This design comes from an exercise in tuning for small area on the open sky130 flow, not from production work. In this exercise RTL edits were held to simulation tests only and were not proved equivalent to the original. Power and IR drop assume default switching activity. The clock port is modelled as an ideal driver; clocking choices that lean on that would not hold on a real chip.

**flow/constraint.sdc**
```tcl
create_clock -name core_clock -period 4.5 [get_ports {clk}]
set_input_delay 0.9000 -clock core_clock [delete_from_list [all_inputs] [get_ports {clk}]]
set_output_delay 0.9000 -clock core_clock [all_outputs]
set_load 0.01 [all_outputs]
```
**flow/standard.sh**
```bash
#!/bin/bash
# synth_recipe.tcl (not shown) runs the flow's synth.tcl, then flattens the netlist and writes it again
# the make line also repeats each setting of config.mk as NAME=value (left out here)
make -C /OpenROAD-flow-scripts/flow DESIGN_CONFIG=/design/flow/config.mk WORK_HOME=/design/flow/orfs CLKGATE_MAP_FILE= SYNTH_SCRIPT=/design/flow/synth_recipe.tcl "${@:-finish}"
```
**flow/config.mk**
```make
export PLATFORM = sky130hd
export DESIGN_NAME = switch_top
export DESIGN_NICKNAME = switch_top
export VERILOG_FILES = /design/flow/design.v
export SDC_FILE = /design/flow/constraint.sdc
export NUM_CORES = 4
export LEC_CHECK = 0
export CAP_MARGIN = 0
export CORE_MARGIN = 2
export CORE_UTILIZATION = 70
export PLACE_DENSITY = 0.85
export SLEW_MARGIN = 0
```
**flow/design.v**
```verilog
package switch_cfg_pkg;
	parameter int WORD_W = 10;   
	parameter int DEST_W = 2;    
	parameter int NPORTS = 4;    
	parameter int DEPTH_DEFAULT = 8;    
	parameter int AF_THR_DEFAULT = 6;   
endpackage
package switch_types_pkg;
	parameter int WORD_W = 10;
	parameter int DEST_W = 2;
	parameter int NPORTS = 4;
	typedef logic [WORD_W-1:0] word_t;       
	typedef logic [DEST_W-1:0] dest_t;       
	typedef logic [NPORTS-1:0] port_vec_t;   
	typedef logic [7:0]        thr_t;        
	typedef enum logic [1:0] {
		ST_RESET,    
		ST_INIT,     
		ST_IDLE,     
		ST_ACTIVE    
	} ctrl_state_t;
	typedef struct packed {
		word_t [NPORTS-1:0] head;    
		port_vec_t          empty;   
	} ingress_stat_t;
	typedef struct packed {
		port_vec_t push;   
		word_t     word;   
	} xfer_t;
endpackage
`timescale 1ns/100ps
module switch_top (
	input  logic        clk,
	input  logic        arst_n,
	input  logic        init,
	input  logic [7:0]  thr_in,
	input  logic [3:0]  in_push,
	input  logic [39:0] in_word,
	output logic [3:0]  in_full,
	input  logic [3:0]  out_pop,
	output logic [39:0] out_word,
	output logic [3:0]  out_empty,
	output logic [3:0]  eg_afull,
	output logic [1:0]  state
);
	localparam logic [1:0] ST_RESET  = 2'd0;
	localparam logic [1:0] ST_INIT   = 2'd1;
	localparam logic [1:0] ST_IDLE   = 2'd2;
	localparam logic [1:0] ST_ACTIVE = 2'd3;
	logic [7:0][9:0] imem [4];
	logic [3:0] icnt [4];
	logic [2:0] irp  [4];
	logic [3:0] iempty;
	logic [3:0] ipop;
	logic [9:0] ihead [4];
	for (genvar i = 0; i < 4; i++) begin : g_in
		logic [2:0] wp;
		logic       wr;
		assign wp        = irp[i] + icnt[i][2:0];
		assign wr        = in_push[i] && !icnt[i][3];
		assign iempty[i] = (icnt[i] == 4'd0);
		assign in_full[i] = icnt[i][3];
		logic [7:0] rsel;
		assign rsel = 8'd1 << irp[i];
		always_comb begin
			ihead[i] = 10'd0;
			for (int k = 0; k < 8; k++) ihead[i] = ihead[i] | ({10{rsel[k]}} & imem[i][k]);
		end
		always_ff @(posedge clk) begin
			for (int k = 0; k < 8; k++) begin
				if (!icnt[i][3] && wp == 3'(k)) imem[i][k] <= in_word[10*i +: 10];
			end
		end
		always_ff @(posedge clk) begin
			irp[i] <= irp[i] + 3'(ipop[i]);
		end
		always_ff @(posedge clk or negedge arst_n) begin
			if (!arst_n) begin
				icnt[i] <= 4'd0;
			end else begin
				icnt[i] <= icnt[i] + {{3{ipop[i] && !wr}}, wr ^ ipop[i]};   
			end
		end
	end
	logic       go;
	logic [9:0] xword;
	logic [3:0] xpush;
	assign go = state[1] && !(|eg_afull);   
	assign ipop[0] = go && !iempty[0];
	assign ipop[1] = go && iempty[0] && !iempty[1];
	assign ipop[2] = go && iempty[0] && iempty[1] && !iempty[2];
	assign ipop[3] = go && iempty[0] && iempty[1] && iempty[2] && !iempty[3];
	always_comb begin
		if (!iempty[0])      xword = ihead[0];
		else if (!iempty[1]) xword = ihead[1];
		else if (!iempty[2]) xword = ihead[2];
		else                 xword = ihead[3];
	end
	for (genvar e = 0; e < 4; e++) begin : g_xp
		assign xpush[e] = (|ipop) && (xword[9:8] == 2'(e));
	end
	logic [7:0][7:0] emem [4];
	logic [3:0] ecnt [4];
	logic [2:0] erp  [4];
	logic [3:0] thr;
	for (genvar e = 0; e < 4; e++) begin : g_eg
		logic [2:0] wp;
		logic       wr;
		logic       rd;
		assign wp           = erp[e] + ecnt[e][2:0];
		assign wr           = xpush[e] && !ecnt[e][3];
		assign rd           = out_pop[e] && !out_empty[e];
		assign out_empty[e] = (ecnt[e] == 4'd0);
		assign eg_afull[e]  = ecnt[e][3] ? !(thr[3] && thr[0])
		                                 : (!thr[3] && (ecnt[e][2:0] >= thr[2:0]));
		logic [7:0] rsel;
		logic [7:0] head;
		assign rsel = 8'd1 << erp[e];
		always_comb begin
			head = 8'd0;
			for (int k = 0; k < 8; k++) head = head | ({8{rsel[k]}} & emem[e][k]);
		end
		assign out_word[10*e +: 10] = {2'(e), head};
		always_ff @(posedge clk) begin
			for (int k = 0; k < 8; k++) begin
				if (!ecnt[e][3] && wp == 3'(k)) emem[e][k] <= xword[7:0];
			end
		end
		always_ff @(posedge clk) begin
			erp[e] <= erp[e] + 3'(rd);
		end
		always_ff @(posedge clk or negedge arst_n) begin
			if (!arst_n) begin
				ecnt[e] <= 4'd0;
			end else begin
				ecnt[e] <= ecnt[e] + {{3{rd && !wr}}, wr ^ rd};   
			end
		end
	end
	logic [1:0] state_nxt;
	always_comb begin
		case (state)
			ST_RESET:  state_nxt = ST_INIT;
			ST_INIT:   state_nxt = ST_IDLE;   
			ST_IDLE:   state_nxt = (&iempty) ? ST_IDLE : ST_ACTIVE;
			default:   state_nxt = ((&iempty) && (&out_empty)) ? ST_IDLE : ST_ACTIVE;
		endcase
		if (init) state_nxt = ST_INIT;
	end
	always_ff @(posedge clk or negedge arst_n) begin
		if (!arst_n) begin
			state <= ST_RESET;
		end else begin
			state <= state_nxt;
		end
	end
	always_ff @(posedge clk or negedge arst_n) begin
		if (!arst_n) begin
			thr <= 4'd6;
		end else if (state == ST_INIT && init) begin
			thr <= (thr_in > 8'd9) ? 4'd9 : thr_in[3:0];
		end
	end
endmodule
```
**flow/flow/abc_area.script**
```
strash
dch -f
amap
strash
dch -f
amap
strash
dch -f
amap
strash
dch -f
amap
buffer -c
topo
stime -c
dnsize -c
```
**flow/flow/run.sh**
```bash
#!/bin/bash
# Layout flow: the standard ORFS flow (standard.sh) with these changes.
#  Synthesis: synth_recipe.tcl as given, except that ORFS's synth.tcl runs ABC
#    with the area-oriented script abc_area.script (in this folder) and
#    ADDER_MAP_FILE is empty, so adders are left to ABC. The Yosys front end,
#    flip-flop mapping, flattening and renaming are unchanged, so the registers
#    are the standard synthesis's.
#  Placement: port buffers use sky130_fd_sc_hd__buf_1.
#  CTS: sinks clustered up to 32 within 90 um, no dummy loads.
# SLEW_MARGIN, CAP_MARGIN, CORE_UTILIZATION and PLACE_DENSITY come from config.mk.
# Each tool's full output: flow_make.log (make and all ORFS steps; ORFS also
# keeps per-step logs under orfs/logs).
set -euo pipefail
here=$(pwd)
fl="$here/flow"
# ORFS synth.tcl with the ABC script swapped
sed 's|^  log_cmd abc {\*}\$abc_args$|  lset abc_args 1 $::env(FLOW_ABC_SCRIPT)\n  log_cmd abc {*}$abc_args|' \
	"$FLOW_HOME/scripts/synth.tcl" > "$here/synth_area.tcl"
grep -q FLOW_ABC_SCRIPT "$here/synth_area.tcl"
# synth_recipe.tcl, sourcing that copy instead of ORFS's synth.tcl
sed 's|source \$::env(SCRIPTS_DIR)/synth.tcl|source '"$here"'/synth_area.tcl|' \
	"$here/synth_recipe.tcl" > "$here/synth_wrap.tcl"
grep -q synth_area.tcl "$here/synth_wrap.tcl"
export FLOW_ABC_SCRIPT="$fl/abc_area.script"
bash standard.sh \
	"SYNTH_SCRIPT=$here/synth_wrap.tcl" \
	"ADDER_MAP_FILE=" \
	"BUFFER_PORTS_ARGS=-buffer_cell sky130_fd_sc_hd__buf_1" \
	"CTS_ARGS=-sink_clustering_enable -repair_clock_nets -dont_use_dummy_load -sink_clustering_size 32 -sink_clustering_max_diameter 90" \
	finish > flow_make.log 2>&1
```
==> run notes <==
placed cells by master (no fill, tap or decap), types with 6 or more instances in the layout:
master     instances
nand2b_1           6
a22o_1             6
nor4_1            11
buf_4             52
nand4_1           14
conb_1             8
clkinv_1          10
a222oi_1         121
nor2_1           148
a221oi_1          26
a22oi_1           54
edfxtp_1         576
nand3_1           43
clkbuf_16         23
dfrtp_1           36
nor3_1            63
or3_1             11
and2_1             6
inv_1             97
nand2_1           76
a21oi_1           75
o21ai_0           38
nor2b_1            8
o22ai_1           38
buf_1            103
a31oi_1            8
and3_1             7
o21a_1            12
dfxtp_1           24
a2111oi_0          8
through the flow:
step	hold WS, ns	instance area (um2)	power [mW]	setup WS (ns)	std cells
3_3_place_gp	0.516	25600	15.4	0.723	2182
5_1_grt	0.547	26200	19.1	0.0237	2207
3_5_place_dp	0.549	25600	15.8	0.455	2182
2_1_floorplan	0.522	24300	13.2	0.812	1609
4_1_cts	0.523	26100	18.2	0.376	2205
6_report	0.515	26200	18.3	0.463	2210
synthesized netlist by cell type (7+ instances only):
cell type,instances
nand4_1,14
nor2b_1,8
nand2_1,76
clkinv_1,10
nand3_1,43
a221oi_1,26
and3_1,7
a22oi_1,54
buf_2,9
buf_4,12
o21a_1,12
o21ai_0,38
inv_1,98
nor2_1,148
clkbuf_1,17
a21oi_1,75
a222oi_1,121
dfrtp_1,36
nor3_1,64
dfxtp_1,24
a31oi_1,9
a2111oi_0,8
edfxtp_1,576
o22ai_1,38
nor4_1,14
or3_1,11
power breakdown:
group / internal [mW] / switching, mW
Sequential: 9.01 / 0.690
Combinational: 1.61 / 4.50
Clock: 0.928 / 1.58
Total: 11.6 / 6.77
timing repair:
item / in CTS / in global routing
setup endpoints to repair: 0 / 4
gates resized for setup: 0 / 3
buffers inserted: 0 / 0
state kept, by name (all words and copies together), names as in the netlist:
signal  cells
thr         4
state       2
emem      256
icnt       16
imem      320
irp        12
ecnt       16
erp        12
worst max-delay path, delay by kind of cell (launching register included):
| family | cells | cell delay (ns) |
|---|---|---|
| AOI/OAI and AO/OA | 6 | 1.45 |
| and+or+nand+nor | 7 | 1.85 |
| buffers and inverters | 2 | 0.19 |
| DFF | 1 | 0.41 |
final cells by class:
type	instances	area, um2	area share [%]
Inverter	111	417	1.59
Tap cell	455	569	2.18
Antenna cell	5	12.5	0.0478
Clock buffer	23	576	2.20
Sequential cell	638	18700	71.6
Multi-Input combinational cell	822	5080	19.4
Timing Repair Buffer	156	782	2.99
cells by family (layout without fill, tap and decap cells):
family | Yosys count | count (layout) | share of synthesized area (%)
simple gates | 405 | 405 | 7.63
flops | 638 | 638 | 77.0
buf+inv | 149 | 290 | 2.53
other cells | 2 | 13 | 0.0309
compound gates | 409 | 409 | 12.8
per-layer routing:
layer	global-route usage, %	share of wire (%)	wire length, um	up-vias
met5	0	0.022	13	-
met4	10.2	3.2	1870	2
met3	4.47	11	6640	152
met2	54.3	50	29100	1163
met1	44.5	35	20400	7667
li1	-	-	-	6766
worst max path at each step:
| stage | startpoint | endpoint | slack (ns) |
|---|---|---|---|
| 6_report | irp[3][1]$_DFF_P_ | ecnt[1][2]$_DFF_PN0_ | 0.46 |
| 2_1_floorplan | irp[3][1]$_DFF_P_ | emem[0][17]$_DFFE_PP_ | 0.81 |
| 3_3_place_gp | irp[3][0]$_DFF_P_ | ecnt[1][2]$_DFF_PN0_ | 0.72 |
| 3_5_place_dp | irp[3][0]$_DFF_P_ | ecnt[3][2]$_DFF_PN0_ | 0.45 |
| 4_1_cts | irp[3][0]$_DFF_P_ | ecnt[1][2]$_DFF_PN0_ | 0.38 |
| 5_1_grt | thr[2]$_DFFE_PN1P_ | icnt[3][3]$_DFF_PN0_ | 0.02 |
==> run notes <==
CTS tree yes; clk buf depth 3; initial antenna violation count 6; Post-synth EDFFs 576; largest fanout on the critical path 8; post-synthesis async set-or-reset flop share 5.96%; post-synth top area cell edfxtp_1; vias in the first global route 15,200; WL final roughly 58,000 um; R2R depth 15; mapped cell area about 24,000 um2; DR vias between 15,000 and 20,000; unrepaired setup endpoints after global routing false; max_cap viols 0; critical path class flip-flop to flip-flop; drt initial violations 2,948; Detailed Routing Iterations Pass 1 11; Layout Skew 0.0299 ns; drt drc 0; clock latency on the worst-skew pair 0.58 ns; critical path launch point type flip-flop; WP data required 4.95 ns; Lkg Pwr 8.53 nW; sequential cell area fraction in the yosys report 77.0%; die height 190 um; grt ovf 0; drt via density 7.13; RR Endpoint ecnt[1][2]$_DFF_PN0_; layout cells sized above 1 5.60%; final hold violation count 0; clock sinks 638; DIE WIDTH roughly 190 um; post-route ant nets 0; Tcrit/Tclk final about nine tenths; Final min period 4.04 ns; I/O pins 113; Critical R2R Launch irp[3][1]$_DFF_P_; dominant cells by area after synthesis edfxtp_1 71%, a222oi_1 5.0%, dfrtp_1 3.7%; crit path DAT 4.49 ns; reg2reg setup slack 0.46 ns; total CTS buffers 23; hold-fix buffers at CTS 0; power density cells between 700 and 800 nW/um2; Starting Density 70.8%; filler cell count in the final layout 1,955; global-route wire length before repair 88,000 um; drt wl/cell 26.3 um; Worst-Margin Slew 1.26 ns; Final nets 1,811; Rel. slew slack 15.6%; Die Area around 36,000 um2; largest net degree at the start of global routing 39; Synth top area share 71.1%; Slowest-stage cell, CP nor3_1; Avg Cell Area, Syn about 15 um2; FMAX 248 MHz; PortBufs 104; Rows between 60 and 70; clock root buffer clkbuf_16; routability-driven placement congestion ratio between 0.8 and 0.9; slowest stage delay, CP 0.81 ns; CP Cell Sequence nor3_1 > a222oi_1 > and3_1 > a31oi_1 > nand2_1 > a31oi_1 > inv_1 > nor4_1 > nor2_1 > a21oi_1 > nor2_1 > inv_1 > nor2_1 > a21oi_1 > o21ai_0; Cells after Synth 1,603; H-tree depth 1; HP Class input pin to asynchronous set/reset pin; clk slew on worst S/H paths 0.12 ns; #FFs+latches synth 638; CP Capture Type flip-flop; DPL Wire Length 38,600 um; Slew Viols, Final 0; Syn. warnings 8; All-Layer GR Usage between 30 and 40%; final setup fails 0; TNS Setup 0 ns; Layout area overhead 7.60%; Post-synth top flop edfxtp_1; Core Area 34,400 um2; IR drop worst, VDD ~0.44 mV; Netlist cell types 44; CP most frequent cell nor2_1; Final Util ~76%; status finished clean

[separate check: timing with driven ports]
The flow's constraints put no driver on any port. The routed layout listed below was extracted and timed again, unchanged, in two steps.
Step 1: set_driving_cell puts a clkbuf_16 on clk and a buf_2 on each other input, an assumption about the parent block.
Step 2 times the ports against the registers' clock, not the clock port: input delays grow and output delays shrink by t, the midpoint of the rising clock arrivals with the driver on.
Slacks: ideal ports / drivers / drivers and shift; pairs: ideal ports / drivers.
t (ns): 0.618
setup WS [ns]: 0.463 / 0.463 / 0.463
clock arrival spread, ns: 0.029 / 0.030
worst data-port slew with drivers (ns): 0.10
After both steps this run still meets setup and hold. The setup slack of this run moves by 0.000 ns with the drivers and by 0.000 ns with both steps.
